Background: an optimization exercise with open tools, aiming at a short achievable clock period and few clock cycles. Do not read the settings as production practice. At most, simulation tests tie the RTL to the original design; equivalence was not proved. Power is estimated from default activity; no workload was simulated.

==> trial 1 <==
Design risc16_top, start of the top module:
module risc16_top
(
    input  logic        clk,
    input  logic        rst,
    input  logic [15:0] mem_rdata_i,
    output logic [7:0]  mem_addr_o,
    output logic [15:0] mem_wdata_o,
    output logic        mem_wr_o
);
Settings: LEC_CHECK=0, ABC_CLOCK_PERIOD_IN_PS=2500, CAP_MARGIN=20, CORE_MARGIN=2, CORE_UTILIZATION=40, SETUP_SLACK_MARGIN=4.7, SLEW_MARGIN=20, SYNTH_HIERARCHICAL=1; clock period 8.0 ns.
run.sh (not shown) runs the stock make flow with config.mk's settings and CLKGATE_MAP_FILE= SYNTH_SCRIPT=/design/flow/synth_recipe.tcl, a recipe that flattens the netlist after the stock synthesis.
==> build 16: changes against trial 1 <==
--- a/flow/design.v
+++ b/flow/design.v
@@ -235,16 +235,14 @@
     assign from_mem = ~memop & (taken_q | ~hs_q);
     assign load     = use_c | from_mem;
     logic [7:0] fa, fa1, fa2, fa3;
     assign fa  = taken_q ? tgt_q : seq_q;
     assign fa1 = taken_q ? (jrt_q ? tgt_q + 8'd1 : tgt1_q) : seq1_q;
     assign fa2 = taken_q ? (jrt_q ? tgt_q + 8'd2 : tgt2_q) : seq2_q;
     assign fa3 = fa2 + 8'd1;
-    logic [7:0] fc1;
-    assign fc1 = taken_q ? tgt1_q : seq1_q;
     logic pf_ok;
     assign pf_ok = pf_ok_q;
     logic [7:0]    fill_a;
     logic [CN-1:0] fill_we;
     assign fill_a = idle ? pf_q : fa;
     always_comb begin
         for (int i = 0; i < CN; i++) begin
@@ -409,16 +407,16 @@
         b_q     <= b_n;
         k_q     <= li_n ? {{8{imm_n[7]}}, imm_n} : {8'h00, fa1};
         kz_q    <= li_n ? (imm_n == 8'h00) : (fa1 == 8'h00);
         rd_q    <= rd_n;
         imm_q   <= imm_n;
         tgt_q   <= tgt_n;
         wdata_q <= rdv_n;
-        cins_q  <= ci_q[fc1[CW-1:0]];
-        ctgt1_q <= ct1_q[fc1[CW-1:0]];
+        cins_q  <= ci_q[fa1[CW-1:0]];
+        ctgt1_q <= ct1_q[fa1[CW-1:0]];
         tgt1_q  <= tgt1_n;
         tgt2_q  <= tgt2_n;
         for (int i = 0; i < 16; i++) rd_oh_q[i] <= (rd_n == 4'(i));
     end
     always_ff @(posedge clk) begin
         for (int i = 0; i < CN; i++) begin
             if (fill_we[i]) begin
==> results.txt <==
Build 16 finished with timing, DRC and antenna clean. Trial 1 went through all stages and came out clean. In build 16 the final cell count is higher than in trial 1, by about 2.3%. In build 16 the sequential share of layout area is lower than in trial 1, by 0.65 points. Register-to-register slack: build 16 is worse than trial 1 (0.23 ns). Between build 16 and trial 1, the lower cell area is in trial 1 (gap about 1.4%, measured against trial 1). Die area: build 16 is higher than trial 1 (0.90%).
==> figures <==
                                                                build 16     trial 1
Sequential share of cell area                                      50.4%       51.1%
Combinational cell power                                         25.2 mW     22.8 mW
Routed length on met2                                             211 mm      207 mm
Reg-to-reg critical path endpoint                              cins_q[6]   cins_q[0]
RD Place Congestion                                                 1.02        1.07
DIE HEIGHT                                                        505 µm      502 µm
Outcome                                         timing/DRC/antenna clean  timing/DRC/antenna clean
Maximum number of pins on one net before global-route repair         114         110
Post-CTS setup buffers                                               236         304
Worst-case register-to-register setup slack                      4.19 ns     4.42 ns
Syn_area_per_cell                                               12.6 µm²    13.0 µm²
Instance area after placement                                  0.107 mm²   0.106 mm²
Testbench counts of trial 1, summed over its fixed seeds: cycles 13,808.
Testbench counts of build 16, summed over its fixed seeds: cycles 13,808.

* * *

==> inputs of job 5277 <==
==> flow/design.v <==
package isa_pkg;
    localparam int WORD_W   = 16;
    localparam int REG_AW   = 4;
    localparam int MEM_AW   = 8;
    localparam int IMM_W    = 8;
    localparam int NUM_REGS = 16;
    localparam int OPC_LSB = 12;
    localparam int RD_LSB  = 8;
    localparam int RP_LSB  = 4;
    localparam int RQ_LSB  = 0;
    typedef logic [WORD_W-1:0] word_t;      
    typedef logic [REG_AW-1:0] reg_addr_t;
    typedef logic [MEM_AW-1:0] mem_addr_t;  
    typedef logic [IMM_W-1:0]  imm_t;
    typedef enum logic [3:0] {
        ADD = 4'd0,  SUB = 4'd1,  AND = 4'd2,  OR  = 4'd3,
        XOR = 4'd4,  NOT = 4'd5,  SLA = 4'd6,  SRA = 4'd7,
        LI  = 4'd8,  LW  = 4'd9,  SW  = 4'd10, BIZ = 4'd11,
        BNZ = 4'd12, JAL = 4'd13, JMP = 4'd14, JR  = 4'd15
    } opcode_e;
    typedef enum logic [2:0] {
        ALU_ADD = 3'd0,
        ALU_SUB = 3'd1,
        ALU_AND = 3'd2,
        ALU_OR  = 3'd3,
        ALU_XOR = 3'd4,
        ALU_NOT = 3'd5,
        ALU_SLA = 3'd6,
        ALU_SRA = 3'd7
    } alu_op_e;
endpackage
package ctrl_pkg;
    typedef enum logic [1:0] {
        S_FETCH   = 2'd0,
        S_DECODE  = 2'd1,
        S_EXECUTE = 2'd2
    } state_e;
    typedef enum logic [1:0] {
        PC_HOLD = 2'd0,
        PC_INC  = 2'd1,
        PC_REL  = 2'd2,  
        PC_ABS  = 2'd3   
    } pc_op_e;
    typedef enum logic [1:0] {
        WB_ALU  = 2'd0,
        WB_MEM  = 2'd1,
        WB_IMM  = 2'd2,
        WB_LINK = 2'd3
    } wb_sel_e;
endpackage
module add16
(
    input  logic [15:0] a_i,
    input  logic [15:0] b_i,
    input  logic        c_i,
    output logic [15:0] s_o
);
    logic [15:0] p0;
    logic [15:0] g [5];
    logic [15:0] p [5];
    assign p0   = a_i ^ b_i;
    assign g[0] = (a_i & b_i) | {15'b0, p0[0] & c_i};
    assign p[0] = p0;
    for (genvar l = 0; l < 4; l++) begin : g_lvl
        for (genvar i = 0; i < 16; i++) begin : g_bit
            if ((i >> l) & 1) begin : g_comb
                localparam int J = ((i >> l) << l) - 1;
                assign g[l+1][i] = g[l][i] | (p[l][i] & g[l][J]);
                assign p[l+1][i] = p[l][i] & p[l][J];
            end else begin : g_pass
                assign g[l+1][i] = g[l][i];
                assign p[l+1][i] = p[l][i];
            end
        end
    end
    assign s_o = p0 ^ {g[4][14:0], c_i};
endmodule
module risc16_top
(
    input  logic        clk,
    input  logic        rst,
    input  logic [15:0] mem_rdata_i,
    output logic [7:0]  mem_addr_o,
    output logic [15:0] mem_wdata_o,
    output logic        mem_wr_o
);
    localparam int CW = 6;
    localparam int CN = 1 << CW;
    logic [15:0] a_q;        
    logic [15:0] b_q;
    logic [7:0]  aop_q;      
    logic        ld_q;       
    logic        wr_q;       
    logic        kw_q;       
    logic [15:0] k_q;
    logic        kz_q;       
    logic [3:0]  rd_q;
    logic [15:0] rd_oh_q;
    logic [7:0]  imm_q;
    logic        taken_q;    
    logic [7:0]  seq_q;      
    logic [7:0]  tgt_q;
    logic        hs_q;       
    logic [15:0] cins_q;     
    logic [7:0]  pf_q;       
    logic [7:0]  addr_q;     
    logic [15:0] wdata_q;    
    logic [15:0] regs_q [16];
    logic [15:0] zf_q;       
    logic [15:0]   ci_q  [CN];
    logic [7-CW:0] ctag_q[CN];
    logic [CN-1:0] cv_q;
    logic [15:0] s;
    add16 u_add (.a_i(a_q), .b_i(aop_q[1] ? ~b_q : b_q), .c_i(aop_q[1]), .s_o(s));
    logic [15:0] y, t;
    always_comb begin
        y = ({16{aop_q[0] | aop_q[1]}} & s)
          | ({16{aop_q[2]}} & (a_q & b_q))
          | ({16{aop_q[3]}} & (a_q | b_q))
          | ({16{aop_q[4]}} & (a_q ^ b_q))
          | ({16{aop_q[5]}} & ~a_q)
          | ({16{aop_q[6]}} & {a_q[14:0], 1'b0})
          | ({16{aop_q[7]}} & {1'b0, a_q[15:1]});
        t = ({16{aop_q[0]}} & ((a_q ^ b_q) ^ {a_q[14:0] | b_q[14:0], 1'b0}))
          | ({16{aop_q[1] | aop_q[4]}} & (a_q ^ b_q))
          | ({16{aop_q[2]}} & (a_q & b_q))
          | ({16{aop_q[3]}} & (a_q | b_q))
          | ({16{aop_q[5]}} & ~a_q)
          | ({16{aop_q[6]}} & {a_q[14:0], 1'b0})
          | ({16{aop_q[7]}} & {1'b0, a_q[15:1]});
    end
    logic        rf_we;
    logic [15:0] wb;
    logic        z_wb;
    assign rf_we = (|aop_q) | ld_q | kw_q;
    always_comb begin
        if (ld_q) begin
            wb   = mem_rdata_i;
            z_wb = (mem_rdata_i == 16'h0000);
        end else if (kw_q) begin
            wb   = k_q;
            z_wb = kz_q;
        end else begin
            wb   = y;
            z_wb = (t == 16'h0000);
        end
    end
    always_ff @(posedge clk or posedge rst) begin
        if (rst) begin
            for (int i = 0; i < 16; i++) begin
                regs_q[i] <= '0;
                zf_q[i]   <= 1'b1;
            end
        end else begin
            for (int i = 0; i < 16; i++) begin
                if (rf_we && rd_oh_q[i]) begin
                    regs_q[i] <= wb;
                    zf_q[i]   <= z_wb;
                end
            end
        end
    end
    logic memop, idle, use_c, from_mem, load;
    assign memop    = wr_q | ld_q;
    assign idle     = ~memop & ~taken_q & hs_q;
    assign use_c    = hs_q & ~taken_q;
    assign from_mem = ~memop & (taken_q | ~hs_q);
    assign load     = use_c | from_mem;
    logic [7:0] fa, fa1;
    assign fa  = taken_q ? tgt_q : seq_q;
    assign fa1 = taken_q ? (tgt_q + 8'd1) : (seq_q + 8'd1);
    logic [7:0] pf_dist;
    logic       pf_ok;
    assign pf_dist = pf_q - fa;
    assign pf_ok   = (pf_dist != 8'd0) && (pf_dist <= 8'(CN - 12));
    logic [7:0] fill_a;
    logic       fill;
    assign fill_a = idle ? pf_q : fa;
    assign fill   = from_mem | (idle & pf_ok);
    logic [15:0] ins_n;
    logic [3:0]  op_n, rd_n, rp_n, rq_n;
    logic [7:0]  imm_n;
    assign ins_n = from_mem ? mem_rdata_i : cins_q;
    assign op_n  = ins_n[15:12];
    assign rd_n  = ins_n[11:8];
    assign rp_n  = ins_n[7:4];
    assign rq_n  = ins_n[3:0];
    assign imm_n = ins_n[7:0];
    logic sw_n, lw_n, alu_n, li_n, jal_n, jr_n, jmp_n, biz_n, bnz_n;
    assign sw_n  = load & (op_n == 4'd10);
    assign lw_n  = load & (op_n == 4'd9);
    assign alu_n = load & ~op_n[3];
    assign li_n  = load & (op_n == 4'd8);
    assign jal_n = load & (op_n == 4'd13);
    assign jr_n  = load & (op_n == 4'd15);
    assign jmp_n = load & (op_n == 4'd14);
    assign biz_n = load & (op_n == 4'd11);
    assign bnz_n = load & (op_n == 4'd12);
    logic        fwd_p, fwd_q, fwd_d;
    logic [15:0] a_n, b_n, rdv_n;
    logic        z_n;
    assign fwd_p = rf_we & (rd_q == rp_n);
    assign fwd_q = rf_we & (rd_q == rq_n);
    assign fwd_d = rf_we & (rd_q == rd_n);
    assign a_n   = fwd_p ? wb : regs_q[rp_n];
    assign b_n   = fwd_q ? wb : regs_q[rq_n];
    assign rdv_n = fwd_d ? wb : regs_q[rd_n];
    assign z_n   = fwd_d ? z_wb : zf_q[rd_n];
    logic       taken_n;
    logic [7:0] tgt_n;
    assign taken_n = jal_n | jmp_n | jr_n | (biz_n & z_n) | (bnz_n & ~z_n);
    assign tgt_n   = jr_n ? a_n[7:0] : (fa + imm_n);
    logic lk, hs_n;
    assign lk   = cv_q[fa1[CW-1:0]] & (ctag_q[fa1[CW-1:0]] == fa1[7:CW]);
    assign hs_n = load & lk & ~(wr_q & (imm_q == fa1)) & ~(sw_n & (imm_n == fa1));
    logic [7:0] seq_n, pf_n, addr_n;
    always_comb begin
        seq_n = load ? fa1 : seq_q;
        if (~pf_ok)    pf_n = fa1 + 8'd1;
        else if (idle) pf_n = pf_q + 8'd1;
        else           pf_n = pf_q;
        if (sw_n | lw_n)  addr_n = imm_n;
        else if (taken_n) addr_n = tgt_n;
        else if (hs_n)    addr_n = pf_n;
        else              addr_n = seq_n;
    end
    assign mem_addr_o  = addr_q;
    assign mem_wdata_o = wdata_q;
    assign mem_wr_o    = wr_q;
    always_ff @(posedge clk or posedge rst) begin
        if (rst) begin
            aop_q   <= '0;
            ld_q    <= 1'b0;
            wr_q    <= 1'b0;
            kw_q    <= 1'b0;
            taken_q <= 1'b0;
            seq_q   <= 8'h00;
            hs_q    <= 1'b0;
            pf_q    <= 8'h00;
            addr_q  <= 8'h00;
        end else begin
            for (int i = 0; i < 8; i++) aop_q[i] <= alu_n & (op_n[2:0] == 3'(i));
            ld_q    <= lw_n;
            wr_q    <= sw_n;
            kw_q    <= li_n | jal_n;
            taken_q <= taken_n;
            seq_q   <= seq_n;
            hs_q    <= hs_n;
            pf_q    <= pf_n;
            addr_q  <= addr_n;
        end
    end
    always_ff @(posedge clk) begin
        a_q     <= a_n;
        b_q     <= b_n;
        k_q     <= li_n ? {{8{imm_n[7]}}, imm_n} : {8'h00, fa1};
        kz_q    <= li_n ? (imm_n == 8'h00) : (fa1 == 8'h00);
        rd_q    <= rd_n;
        imm_q   <= imm_n;
        tgt_q   <= tgt_n;
        wdata_q <= rdv_n;
        cins_q  <= ci_q[fa1[CW-1:0]];
        for (int i = 0; i < 16; i++) rd_oh_q[i] <= (rd_n == 4'(i));
    end
    always_ff @(posedge clk) begin
        if (fill) begin
            ci_q[fill_a[CW-1:0]]   <= mem_rdata_i;
            ctag_q[fill_a[CW-1:0]] <= fill_a[7:CW];
        end
    end
    always_ff @(posedge clk or posedge rst) begin
        if (rst) begin
            cv_q <= '0;
        end else if (fill) begin
            cv_q[fill_a[CW-1:0]] <= 1'b1;
        end else if (wr_q && ctag_q[imm_q[CW-1:0]] == imm_q[7:CW]) begin
            cv_q[imm_q[CW-1:0]] <= 1'b0;
        end
    end
endmodule
==> flow/run.sh <==
#!/bin/bash
# synth_recipe.tcl (not shown) runs the flow's synth.tcl, then flattens the netlist and writes it again
# the make line also repeats each setting of config.mk as NAME=value (left out here)
make -C /OpenROAD-flow-scripts/flow DESIGN_CONFIG=/design/flow/config.mk WORK_HOME=/design/flow/orfs CLKGATE_MAP_FILE= SYNTH_SCRIPT=/design/flow/synth_recipe.tcl finish
==> flow/config.mk <==
export PLATFORM = sky130hd
export DESIGN_NAME = risc16_top
export DESIGN_NICKNAME = risc16_top
export VERILOG_FILES = /design/flow/design.v
export SDC_FILE = /design/flow/constraint.sdc
export NUM_CORES = 4
export LEC_CHECK = 0
export ABC_CLOCK_PERIOD_IN_PS = 2500
export CAP_MARGIN = 20
export CORE_MARGIN = 2
export CORE_UTILIZATION = 40
export SETUP_SLACK_MARGIN = 5
export SLEW_MARGIN = 20
==> flow/constraint.sdc <==
create_clock -name core_clock -period 8.0 [get_ports {clk}]
set_input_delay 1.6000 -clock core_clock [delete_from_list [all_inputs] [get_ports {clk}]]
set_output_delay 1.6000 -clock core_clock [all_outputs]
set_load 0.01 [all_outputs]
==> job 7616: changes against job 5277 <==
--- a/flow/design.v
+++ b/flow/design.v
@@ -101,2 +101,3 @@
     logic [7:0]  seq_q;      
+    logic [7:0]  seq1_q;     
     logic [7:0]  tgt_q;
@@ -115,5 +116,6 @@
     logic [15:0] y, t;
+    logic        as;
+    assign as = aop_q[0] | aop_q[1];
     always_comb begin
-        y = ({16{aop_q[0] | aop_q[1]}} & s)
-          | ({16{aop_q[2]}} & (a_q & b_q))
+        y = ({16{aop_q[2]}} & (a_q & b_q))
           | ({16{aop_q[3]}} & (a_q | b_q))
@@ -135,11 +137,12 @@
     assign rf_we = (|aop_q) | ld_q | kw_q;
+    logic [15:0] wb_o;
     always_comb begin
         if (ld_q) begin
-            wb   = mem_rdata_i;
+            wb_o = mem_rdata_i;
             z_wb = (mem_rdata_i == 16'h0000);
         end else if (kw_q) begin
-            wb   = k_q;
+            wb_o = k_q;
             z_wb = kz_q;
         end else begin
-            wb   = y;
+            wb_o = y;
             z_wb = (t == 16'h0000);
@@ -147,2 +150,3 @@
     end
+    assign wb = as ? s : wb_o;
     always_ff @(posedge clk or posedge rst) begin
@@ -170,6 +174,8 @@
     assign fa  = taken_q ? tgt_q : seq_q;
-    assign fa1 = taken_q ? (tgt_q + 8'd1) : (seq_q + 8'd1);
+    logic [7:0] tgt1;
+    assign tgt1 = tgt_q + 8'd1;
+    assign fa1  = taken_q ? tgt1 : seq1_q;
     logic [7:0] pf_dist;
     logic       pf_ok;
-    assign pf_dist = pf_q - fa;
+    assign pf_dist = pf_q - seq_q;
     assign pf_ok   = (pf_dist != 8'd0) && (pf_dist <= 8'(CN - 12));
@@ -204,5 +210,9 @@
     assign fwd_d = rf_we & (rd_q == rd_n);
-    assign a_n   = fwd_p ? wb : regs_q[rp_n];
-    assign b_n   = fwd_q ? wb : regs_q[rq_n];
-    assign rdv_n = fwd_d ? wb : regs_q[rd_n];
+    logic [15:0] a_o, b_o, rdv_o;
+    assign a_o   = fwd_p ? wb_o : regs_q[rp_n];
+    assign b_o   = fwd_q ? wb_o : regs_q[rq_n];
+    assign rdv_o = fwd_d ? wb_o : regs_q[rd_n];
+    assign a_n   = (fwd_p & as) ? s : a_o;
+    assign b_n   = (fwd_q & as) ? s : b_o;
+    assign rdv_n = (fwd_d & as) ? s : rdv_o;
     assign z_n   = fwd_d ? z_wb : zf_q[rd_n];
@@ -212,4 +222,6 @@
     assign tgt_n   = jr_n ? a_n[7:0] : (fa + imm_n);
-    logic lk, hs_n;
-    assign lk   = cv_q[fa1[CW-1:0]] & (ctag_q[fa1[CW-1:0]] == fa1[7:CW]);
+    logic lk_s, lk_t, lk, hs_n;
+    assign lk_s = cv_q[seq1_q[CW-1:0]] & (ctag_q[seq1_q[CW-1:0]] == seq1_q[7:CW]);
+    assign lk_t = cv_q[tgt1[CW-1:0]] & (ctag_q[tgt1[CW-1:0]] == tgt1[7:CW]);
+    assign lk   = taken_q ? lk_t : lk_s;
     assign hs_n = load & lk & ~(wr_q & (imm_q == fa1)) & ~(sw_n & (imm_n == fa1));
@@ -221,6 +233,6 @@
         else           pf_n = pf_q;
-        if (sw_n | lw_n)  addr_n = imm_n;
-        else if (taken_n) addr_n = tgt_n;
-        else if (hs_n)    addr_n = pf_n;
-        else              addr_n = seq_n;
+        if (taken_n)          addr_n = tgt_n;
+        else if (sw_n | lw_n) addr_n = imm_n;
+        else if (hs_n)        addr_n = pf_n;
+        else                  addr_n = seq_n;
     end
@@ -237,2 +249,3 @@
             seq_q   <= 8'h00;
+            seq1_q  <= 8'h01;
             hs_q    <= 1'b0;
@@ -247,2 +260,3 @@
             seq_q   <= seq_n;
+            seq1_q  <= load ? fa1 + 8'd1 : seq1_q;
             hs_q    <= hs_n;
@@ -261,3 +275,3 @@
         wdata_q <= rdv_n;
-        cins_q  <= ci_q[fa1[CW-1:0]];
+        cins_q  <= taken_q ? ci_q[tgt1[CW-1:0]] : ci_q[seq1_q[CW-1:0]];
         for (int i = 0; i < 16; i++) rd_oh_q[i] <= (rd_n == 4'(i));
==> comparison table <==
Fillers: job 5277 14,000; job 7616 16,200
Combined area of the multi-input logic cells: job 5277 28,800 um2; job 7616 36,800 um2
Post-detailed-placement cell area: job 5277 76,600 um2; job 7616 86,200 um2
Detailed-route wire length: job 5277 293,000 um; job 7616 333,000 um
Global routing usage on met3: job 5277 0.0864; job 7616 0.0881
Die X-Extent: job 5277 429 um; job 7616 457 um
Clock tree skew after final layout: job 5277 90.2 ps; job 7616 117 ps
Part of the cycle the worst path needs: job 5277 0.511; job 7616 0.485
Placer Congestion: job 5277 0.978; job 7616 0.955
Proportion of final cell area spent on non-clock buffers: job 5277 0.133; job 7616 0.118
Total of clock buffers placed in the layout: job 5277 226; job 7616 217
Post-cts repair resize count: job 5277 1,266; job 7616 905
Library cell contributing the largest single delay on the critical path: job 5277 mux2i_1; job 7616 mux4_2
Clock buffer count from CTS: job 5277 168; job 7616 177
Status: job 5277 timing/DRC/antenna clean; job 7616 timing/DRC/antenna clean
Testbench counts of job 7616, summed over its fixed seeds: cycles 13,682.
The RTL of job 5277 was laid out without a check of its function.

-- afterwards: timing with drivers on the ports --
In the flow no input, the clock included, has a driving cell. The finished layouts below were timed again as built, in two steps. Step 1, drivers: a clkbuf_16 drives clk and a buf_2 each remaining input, both assumed. Step 2 adds t to the input delays and takes it off the output delays; t is the mean of the earliest and latest rising clock arrival at the registers after step 1. Input paths then give back, and output paths get back, about the clock's delay inside the block. Three values: no drivers, after step 1, after step 2; two values: the first two.
run	t (ns)	setup slack, ns	worst slew at a driven data input, ns
trial 1	0.963	4.418 / 4.309 / 3.346	0.37
build 16	0.990	4.187 / 4.187 / 3.336	0.28
job 5277	0.904	3.909 / 3.909 / 3.334	0.12
job 7616	0.906	4.116 / 4.116 / 3.287	0.24
After both steps every run listed still meets setup and hold. For trial 1, which loses most, drivers alone change the setup slack by -0.109 ns; drivers and shift together by -1.072 ns.
